What follows belongs to an exercise in optimizing a design on an open flow for small area; a production flow would make more cautious choices. In this exercise RTL edits were held to simulation tests only and were not proved equivalent to the original. Power is estimated from default activity; no workload was simulated.

[flow/config.mk]
export PLATFORM = sky130hd
export DESIGN_NAME = bf_loader
export DESIGN_NICKNAME = bf_loader
export VERILOG_FILES = /design/flow/design.v
export SDC_FILE = /design/flow/constraint.sdc
export NUM_CORES = 4
export LEC_CHECK = 0
export CAP_MARGIN = 20
export CORE_MARGIN = 2
export CORE_UTILIZATION = 40
export SLEW_MARGIN = 20
[flow/constraint.sdc]
create_clock -name core_clock -period 10.0 [get_ports {clk}]
set_input_delay 2.0000 -clock core_clock [delete_from_list [all_inputs] [get_ports {clk}]]
set_output_delay 2.0000 -clock core_clock [all_outputs]
set_load 0.01 [all_outputs]
[flow/design.v]
`timescale 1ns/1ps
module bf_loader #(
    parameter int MAX_LEN = 255
) (
    input  logic       clk,
    input  logic       nrst,
    input  logic [7:0] h_data,
    input  logic       h_valid,
    input  logic       h_last,
    output logic       h_ready,
    output logic [7:0] p_data,
    output logic       p_valid,
    input  logic       p_ack,
    output logic       p_start,
    input  logic       p_ready,
    output logic       busy,
    output logic       err,
    output logic [1:0] err_code
);
    localparam int AW = (MAX_LEN > 1) ? $clog2(MAX_LEN) : 1;
    localparam logic [7:0] MAX_LEN_B = 8'(MAX_LEN);
    typedef enum logic [2:0] {
        S_CAPTURE, S_CHECK, S_WAIT_RDY, S_STREAM, S_TERM, S_START, S_RUN_WAIT, S_RUN
    } state_t;
    state_t     state_q, state_d;
    logic [7:0] len_q, len_d;
    logic [7:0] idx_q, idx_d;
    logic [7:0] depth_q, depth_d;
    logic       toolong_q, toolong_d;
    logic       unbal_q, unbal_d;
    logic       err_q, err_d;
    logic [1:0] err_code_q, err_code_d;
    logic [7:0] mem_q [0:MAX_LEN-1];
    logic [7:0] rd_data_q;
    logic       mem_we;
    logic       host_xfer, core_xfer, is_cmd, bad_prog;
    assign host_xfer = h_valid && h_ready;
    assign core_xfer = p_valid && p_ack;
    assign bad_prog  = toolong_q || unbal_q || (depth_q != 8'd0);
    always_comb begin
        case (h_data)
            8'h2B, 8'h2D, 8'h3C, 8'h3E, 8'h5B, 8'h5D, 8'h2E, 8'h2C: is_cmd = 1'b1;
            default:                                                 is_cmd = 1'b0;
        endcase
    end
    always_ff @(posedge clk) begin
        if (!nrst) begin
            state_q    <= S_CAPTURE;
            len_q      <= 8'd0;
            idx_q      <= 8'd0;
            depth_q    <= 8'd0;
            toolong_q  <= 1'b0;
            unbal_q    <= 1'b0;
            err_q      <= 1'b0;
            err_code_q <= 2'd0;
        end else begin
            state_q    <= state_d;
            len_q      <= len_d;
            idx_q      <= idx_d;
            depth_q    <= depth_d;
            toolong_q  <= toolong_d;
            unbal_q    <= unbal_d;
            err_q      <= err_d;
            err_code_q <= err_code_d;
        end
    end
    always_ff @(posedge clk) begin
        if (mem_we) begin
            mem_q[len_q[AW-1:0]] <= h_data;
        end
        rd_data_q <= mem_q[idx_d[AW-1:0]];
    end
    always_comb begin
        state_d = state_q;
        case (state_q)
            S_CAPTURE:  if (host_xfer && h_last) state_d = S_CHECK;
            S_CHECK:    state_d = bad_prog ? S_CAPTURE : S_WAIT_RDY;
            S_WAIT_RDY: if (p_ready) state_d = (len_q == 8'd0) ? S_TERM : S_STREAM;
            S_STREAM:   if (core_xfer && (idx_q == len_q - 8'd1)) state_d = S_TERM;
            S_TERM:     if (core_xfer) state_d = S_START;
            S_START:    state_d = S_RUN_WAIT;
            S_RUN_WAIT: if (!p_ready) state_d = S_RUN;
            S_RUN:      if (p_ready) state_d = S_CAPTURE;
            default:    state_d = S_CAPTURE;
        endcase
    end
    always_comb begin
        len_d      = len_q;
        idx_d      = idx_q;
        depth_d    = depth_q;
        toolong_d  = toolong_q;
        unbal_d    = unbal_q;
        err_d      = err_q;
        err_code_d = err_code_q;
        mem_we     = 1'b0;
        case (state_q)
            S_CAPTURE: begin
                if (host_xfer) begin
                    err_d      = 1'b0;
                    err_code_d = 2'd0;
                    if (is_cmd) begin
                        if (len_q < MAX_LEN_B) begin
                            mem_we = 1'b1;
                            len_d  = len_q + 8'd1;
                        end else begin
                            toolong_d = 1'b1;
                        end
                    end
                    if (h_data == 8'h5B && depth_q != 8'hFF) begin
                        depth_d = depth_q + 8'd1;
                    end else if (h_data == 8'h5D) begin
                        if (depth_q == 8'd0) unbal_d = 1'b1;
                        else                 depth_d = depth_q - 8'd1;
                    end
                end
            end
            S_CHECK: begin
                if (bad_prog) begin
                    err_d      = 1'b1;
                    err_code_d = toolong_q ? 2'd2 : 2'd1;
                    len_d      = 8'd0;
                    depth_d    = 8'd0;
                    toolong_d  = 1'b0;
                    unbal_d    = 1'b0;
                end
            end
            S_WAIT_RDY: idx_d = 8'd0;
            S_STREAM:   if (core_xfer) idx_d = idx_q + 8'd1;
            S_RUN: begin
                if (p_ready) begin
                    len_d     = 8'd0;
                    depth_d   = 8'd0;
                    toolong_d = 1'b0;
                    unbal_d   = 1'b0;
                end
            end
            default: ;
        endcase
    end
    always_comb begin
        h_ready  = 1'b0;
        p_data   = 8'h00;
        p_valid  = 1'b0;
        p_start  = 1'b0;
        busy     = 1'b0;
        err      = 1'b0;
        err_code = 2'd0;
        if (nrst) begin
            busy     = (state_q != S_CAPTURE);
            err      = err_q;
            err_code = err_code_q;
            case (state_q)
                S_CAPTURE: h_ready = 1'b1;
                S_STREAM: begin
                    p_valid = 1'b1;
                    p_data  = rd_data_q;
                end
                S_TERM:  p_valid = 1'b1;
                S_START: p_start = 1'b1;
                S_RUN: begin
                    p_data  = h_data;
                    p_valid = h_valid && !p_ready;
                    h_ready = p_ack && !p_ready;
                end
                default: ;
            endcase
        end
    end
endmodule
[flow/run.sh]
#!/bin/bash
# synth_recipe.tcl (not shown) runs the flow's synth.tcl, then flattens the netlist and writes it again
# the make line also repeats each setting of config.mk as NAME=value (left out here)
make -C /OpenROAD-flow-scripts/flow DESIGN_CONFIG=/design/flow/config.mk WORK_HOME=/design/flow/orfs CLKGATE_MAP_FILE= SYNTH_SCRIPT=/design/flow/synth_recipe.tcl finish
==> results.toml <==
[pwr]
pwr-share-seq_pct = 54.5
power.share.switching_pct = 20.3
ir_worst_vdd_mv = 0.187
static-leakage-power_nw = 31.8
p_per_area_nw_per_um2 = 186
power_report.internal_total_mw = 14.0
clockPowerShare_pct = 44.4
comb_power_share_pct = 1.2
p_switching_mw = 3.57

[synth]
postSynthCellCount = 6449
synth_simple_gate_area_share_pct = 14.7
netlist-cell-type-count = 81
synth.area.mux_share_pct = 3.53
adder_cell_share_of_the_synthesized_area_pct = 0.186
synth_compound_area_share_pct = 5.64
synth_xor_xnor_area_share_pct = 0.217
synth_ff_type = "sky130_fd_sc_hd__edfxtp_1"
mappedNetlistNets = 6475
synth-edff-count = 2040
asyncSetResetFlopFracSynth_pct = 0
yosys_register_bits = 2080
mappedNetlistArea_um2 = 84900
seq_area_frac_synth_pct = 73.1
combinational_family_with_the_most_area_after_synthesis = "simple AND/OR/NAND/NOR gates"
post_synth.cell_area_avg_um2 = 13.2
synth_warnings = 1

[critical_path]
crit_chain = "clkdlybuf4s50_1 -> buf_4 -> nand3_1 -> nor2_1 -> clkdlybuf4s50_1"
critical_path.n_buffers_inverters = 3
worst-endpoint-arrival_ps = 4610
critical_path.top_delay_family = "buffers and inverters"
worst_ep_required_time_ps = 8000
critPathMaxFanout = 34
cp_endpoint_kind = "primary output"
worst_path_largest_cell_delay_ps = 680
cpMostUsedCell = "sky130_fd_sc_hd__clkdlybuf4s50_1"
critical-path-slowest-cell = "sky130_fd_sc_hd__nor2_1"
start_kind = "input pin"
worstSetupPathType = "in -> out"

[grt]
grt_pass1_wl_um = 364000
global_route_total_usage_across_every_layer_pct = 22.9
grt_antenna_before_repair = 8
overflow = 0
number_of_global_route_vias_before_repair = 50791
maximum_number_of_pins_on_one_net_before_global_route_repair = 191

[clocking]
clock_root_buffer = "sky130_fd_sc_hd__clkbuf_16"
clock_insertion_delay_worst_skew_ps = 880
clkSinkCount = 2080
post_cts.repair.setup_buffers = 0
resized_cells_post_cts = 0
cts.reportedPaths.clkPinSlew_ps = 60
ctsHtreeMaxLevel = 4
cts_buffer_depth = 3
numCtsBuffers = 207
cts-hold-fix-buffers = 0
cts_tree = "yes"

[floorplan]
die_x_um = 465
dieHeight_um = 465
num_rows = 169
floorplan.initialDensity_pct = 40.2
die_area_um2 = 216000
io-pin-count = 29
placeableCoreArea_um2 = 211000

[routing]
drcViolationCount = 0
drt-vias-per-instance = 5.77
post_drt_wl_per_cell_um = 27.0
detail_route.iter0.violations = 7198
routed_wl_um = 253000
dr.pass1.iters = 8
route.antenna.remaining_nets = 0
dr_total_vias = 54067

[timing]
setup-violations-final = 0
fmaxAchievable_mhz = 151
final-hold-violation-count = 0
rsz_0062_raised_after_global_routing = "false"
finClkSkew_ps = 54.7
final.setup.worst_slack_ps = 3390
drv_slew = 0
tns_ps = 0
worst_hold_slack_ps = 489
finalCriticalPeriod_ps = 6610
min_period_over_period_pct = 66.1
slew-limit-headroom_pct = 16.7
tightestPinTransition_ps = 1250

[final_layout]
mostFrequentLayoutCell = "sky130_fd_sc_hd__edfxtp_1"
layout.cells.most_common_list = "2,040 x sky130_fd_sc_hd__edfxtp_1, 1,676 x sky130_fd_sc_hd__nand2_1, 655 x sky130_fd_sc_hd__nand3_1"
multi_input_area_um2 = 20700
signed_area_change_from_the_synthesized_netlist_to_the_final_layout_pct = 11.5
design.final.nets = 6401
post_route_cells_drive_above_1_share_pct = 7.04
filler_cell_count = 18796
area_taken_by_flip_flops_and_latches_um2 = 62100
fin_util_pct = 44.8

[status]
run_status = "finished clean"

[placement]
globalplace.congestion = 0.895
numPortBuffers = 28
hpwlAfterDp_um = 151000
dp_slack_ps = 2990

[job]
max-cap-violations = 0

[worst_hold_path]
worst_hold_path_type = "reg -> reg"
-- cells by family (layout without fill, tap and decap cells) --
kind of cell	Yosys count	in the layout
simple gates	2920	2920
other cells	0	1
buf+inv	471	572
mux	293	293
compound gates	652	652
xor+xnor	21	21
flops	2080	2080
fa+ha+maj	12	12
-- worst register-to-register path, stage by stage (launching register included) --
cell                      delay (ps)
sky130_fd_sc_hd__dfxtp_1         690
sky130_fd_sc_hd__nor2b_4         300
sky130_fd_sc_hd__nand4_1         270
sky130_fd_sc_hd__mux2i_4         700
sky130_fd_sc_hd__buf_4           530
sky130_fd_sc_hd__nand2_1         770
sky130_fd_sc_hd__o22ai_1         460
sky130_fd_sc_hd__nor4_1          150
sky130_fd_sc_hd__or4_1           430
sky130_fd_sc_hd__a31oi_1         540
sky130_fd_sc_hd__a32oi_1         120
-- per-stage QoR --
step / cells / total power [mW] / area, µm²
after floorplan: 6449 / 9.78 / 84900
after global placement: 8987 / 9.95 / 87900
after detailed placement: 8987 / 9.96 / 87900
after CTS: 9371 / 17.6 / 94600
after global routing: 9372 / 18.0 / 94600
final: 9372 / 17.6 / 94600
-- power groups by stage --
stage	Clock (mW)	Sequential [mW]	Combinational, mW
after floorplan	0	9.75	0.0228
after global placement	0	9.75	0.197
final	7.79	9.57	0.204
after global routing	8.19	9.56	0.215
after CTS	7.85	9.57	0.203
after detailed placement	0	9.75	0.203
-- layer usage --
| metal | vias up | routed length (µm) | GRT usage [%] | part of all wire, % |
|---|---|---|---|---|
| li1 | 23673 | - | - | - |
| met1 | 27166 | 102000 | 31.5 | 40 |
| met2 | 2718 | 116000 | 35.4 | 46 |
| met3 | 508 | 23400 | 4.39 | 9.3 |
| met4 | 2 | 11600 | 9.96 | 4.6 |
| met5 | - | 13 | 0 | 0.0051 |
-- area by class of cell --
class	count	share of cell area, %
Timing Repair Buffer	140	1.46
Clock inverter	119	1.30
Sequential cell	2080	65.6
Clock buffer	265	5.83
Multi-Input combinational cell	3898	21.9
Tap cell	2821	3.73
Antenna cell	1	0.00264
Inverter	48	0.190
-- sequential cells by signal, summed over array words and instances (netlist names) --
signal	cells
err_code_q	2
state_q	3
toolong_q	1
mem_q	2040
rd_data_q	8
unbal_q	1
idx_q	8
len_q	8
err_q	1
depth_q	8
-- synthesized netlist by cell type (all sizes together) (33+ instances only) --
cell	n	area (µm²)
a21oi	80	400
a22oi	33	248
a311oi	118	1030
a31oi	122	763
and3	99	619
buf	279	1530
clkbuf	144	542
dfxtp	40	801
edfxtp	2040	61300
inv	48	180
mux2i	284	2850
nand2	1677	6290
nand3	658	3290
nor2	334	1280
nor3	39	205
o211a	44	440
o21ai	66	330
-- final timing paths --
path,start,to,slack [ps],cells past startpoint
worst min-delay path,unbal_q$_SDFFE_PN0P_,unbal_q$_SDFFE_PN0P_,490,2
worst max register to register,state_q[1]$_SDFFE_PN0P_,rd_data_q[6]$_DFF_P_,4910,10
worst max-delay path,nrst,p_data[0],3390,5
worst min register to register,unbal_q$_SDFFE_PN0P_,unbal_q$_SDFFE_PN0P_,490,2

==> port drivers added, routing unchanged <==
How much do the figures lean on ideal ports? The routed layout below was timed once more, with nothing changed but the port constraints.
Step 1, drivers: a clkbuf_16 drives clk and a buf_2 each remaining input, both assumed.
Step 2 also shifts input and output timing later by t, the mid clock arrival at the registers, as if the neighbouring blocks saw the same clock.
Three values: no drivers, after step 1, after step 2; two values: the first two.
shift t [ns]: 0.948
setup WS [ns]: 3.390 / 3.367 / 2.802
slew at the worst register clock pin (ns): 0.07 / 0.07
After both steps setup and hold are still met in this run. For this run, drivers alone change the setup slack by -0.023 ns; drivers and shift together by -0.588 ns.
